Source: an optimization exercise on an open RTL-to-GDS flow (aim: small area, a short achievable clock period and few clock cycles per item). Production flows keep margins and buffers that such runs may drop.
Function was checked by simulation only, so behaviour that the tests miss may differ from the original.
Power figures rest on the tool's default switching activity, not on a simulated workload.

run 3:
## burst_interval_monitor
module burst_interval_monitor (
   input  wire logic                             clock,
   input  wire logic                             reset,
   input  wire logic                             req_tvalid,
   output logic                                  req_tready,
   input  wire logic [bim_pkg::REQ_DATA_W-1:0]   req_tdata,
   input  wire logic [bim_pkg::REQ_USER_W-1:0]   req_tuser,
   output logic                                  rsp_tvalid,
   input  wire logic                             rsp_tready,
   output logic [bim_pkg::RSP_DATA_W-1:0]        rsp_tdata,
   output logic [bim_pkg::RSP_USER_W-1:0]        rsp_tuser,
   input  wire logic                             csr_we,
   input  wire logic [bim_pkg::CSR_IDX_W-1:0]    csr_index,
   input  wire logic [bim_pkg::CFG_W-1:0]        csr_wdata
);
export LEC_CHECK = 0
export ABC_AREA = 1
export CAP_MARGIN = 5
export CORE_MARGIN = 2
export CORE_UTILIZATION = 55
export GPL_ROUTABILITY_DRIVEN = 0
export SETUP_SLACK_MARGIN = 0.2
export SLEW_MARGIN = 5
create_clock -name core_clock -period 6.0 [get_ports {clock}]
run.sh (not shown) runs the stock make flow with config.mk's settings and CLKGATE_MAP_FILE= SYNTH_SCRIPT=/design/flow/synth_recipe.tcl, a recipe that flattens the netlist after the stock synthesis.
Testbench counts of run 3, summed over its fixed seeds: cycles 2,536, items 2,424.
[inputs] run 4 vs run 3
Settings: a change of SETUP_SLACK_MARGIN from 0.2 to 0.3; a change of CORE_UTILIZATION from 55 to 48.
Results
- | cell-internal power | lower: run 3 |
- [compare] base=run 3 new=run 4: part of the total power dissipated in combinational logic was more or less identical; critical path data arrival time went up; wire length of the first global-routing pass went up about 2%; non-clock buffer count now larger.
- When run 4 is measured against run 3, its width of the chip turns out 18 um higher.
- Against run 3, run 4 comes in 7.2 points lower on initial core utilization.


burst_interval_monitor, a different RTL version from the one above (not shown whole).
Size: roughly 4300 cells after synthesis, ~620 flip-flops, roughly 250 I/O pins, about 0.037 sq mm of cells after synthesis.
clock: 6.0 ns
lec_check: 0
abc_area: 1
cap_margin: 5
core_margin: 2
core_utilization: 55
gpl_routability_driven: 0
setup_slack_margin: 0.6
slew_margin: 5
The baseline went through all stages and came out clean.
Testbench counts at the start, summed over its fixed seeds: cycles 2,536, items 2,424.
Change:
--- a/flow/config.mk
+++ b/flow/config.mk
@@ -7,8 +7,8 @@
 export LEC_CHECK = 0
 export ABC_AREA = 1
-export CAP_MARGIN = 5
+export CAP_MARGIN = 0
 export CORE_MARGIN = 2
 export CORE_UTILIZATION = 55
 export GPL_ROUTABILITY_DRIVEN = 0
-export SETUP_SLACK_MARGIN = 0.6
-export SLEW_MARGIN = 5
+export SETUP_SLACK_MARGIN = 0.3
+export SLEW_MARGIN = 0
What happened:
- cell area decreases by 0.60%
- core utilization decreases by 0.39 points
- worst setup slack loses 0.11 ns
- power hardly moves
Change:
--- a/flow/config.mk
+++ b/flow/config.mk
@@ -7,8 +7,8 @@
 export LEC_CHECK = 0
 export ABC_AREA = 1
-export CAP_MARGIN = 0
+export CAP_MARGIN = 5
 export CORE_MARGIN = 2
 export CORE_UTILIZATION = 55
 export GPL_ROUTABILITY_DRIVEN = 0
-export SETUP_SLACK_MARGIN = 0.3
-export SLEW_MARGIN = 0
+export SETUP_SLACK_MARGIN = 1.0
+export SLEW_MARGIN = 5
Result: Worst setup slack improves by 0.043 ns; count of clock-buffer cells in the layout stays the same; cell area rose by about 3%; worst hold slack improves by 0.0057 ns; maximum frequency rose by about 0.7%.


Setup of rev 12:
burst_interval_monitor with an RTL version that a note above also has.
For scale: about 620 flip-flops, ~250 I/O pins, about 38,000 um^2 of cells after synthesis.
make LEC_CHECK=0 ABC_AREA=1 CAP_MARGIN=5 CORE_MARGIN=2 CORE_UTILIZATION=55 GPL_ROUTABILITY_DRIVEN=0 GPL_TIMING_DRIVEN=1 SETUP_SLACK_MARGIN=0.3 SLEW_MARGIN=5 finish   # period 6.0 ns
Rev 12 reached the end of the flow, and the finished layout is clean on the timing, design-rule and antenna checks.
Testbench counts of rev 12, summed over its fixed seeds: cycles 2,536, items 2,424.
> inputs changed (rev 12 -> rev 13)
Settings: a deleted GPL_TIMING_DRIVEN that had been 1.
==> notes.md <==
Rev 13 vs. rev 12: residual DRC count comparable, initial cell density of the core has remained practically unchanged, share of final layout cell area taken by non-clock buffers about even, met3 capacity usage during global routing about even.

==> static timing again, ports no longer ideal <==
How much do the figures lean on ideal ports? The routed layouts below were timed once more, with nothing changed but the port constraints.
Step 1 (the two cells are an assumption about what drives the block):
set clk [get_ports {clock}]
set_driving_cell -lib_cell sky130_fd_sc_hd__clkbuf_16 $clk
set_driving_cell -lib_cell sky130_fd_sc_hd__buf_2 [delete_from_list [all_inputs] $clk]
Step 2 times the ports against the registers' clock, not the clock port: input delays grow and output delays shrink by t, the midpoint of the rising clock arrivals with the driver on.
Three values: ideal, step 1, step 2; two values: the first two.
| run | t, ns | setup WS [ns] | worst setup path after step 2 | clock arrival spread, ns |
|---|---|---|---|---|
| run 3 | 0.676 | 0.341 / 0.274 / 0.046 | input to register | 0.023 / 0.023 |
| run 4 | 0.679 | 0.254 / 0.186 / 0.068 | input to register | 0.025 / 0.025 |
| the first run of note 2 | 0.696 | 0.224 / 0.159 / 0.190 | input to register | 0.035 / 0.034 |
| the second run of note 2 | 0.694 | 0.117 / 0.051 / 0.182 | input to register | 0.036 / 0.035 |
| the third run of note 2 | 0.697 | 0.160 / 0.094 / 0.595 | input to register | 0.034 / 0.034 |
| rev 12 | 0.678 | 0.446 / 0.379 / 0.055 | input to register | 0.025 / 0.025 |
| rev 13 | 0.678 | 0.446 / 0.379 / 0.055 | input to register | 0.025 / 0.025 |
After both steps every run listed still meets setup and hold.
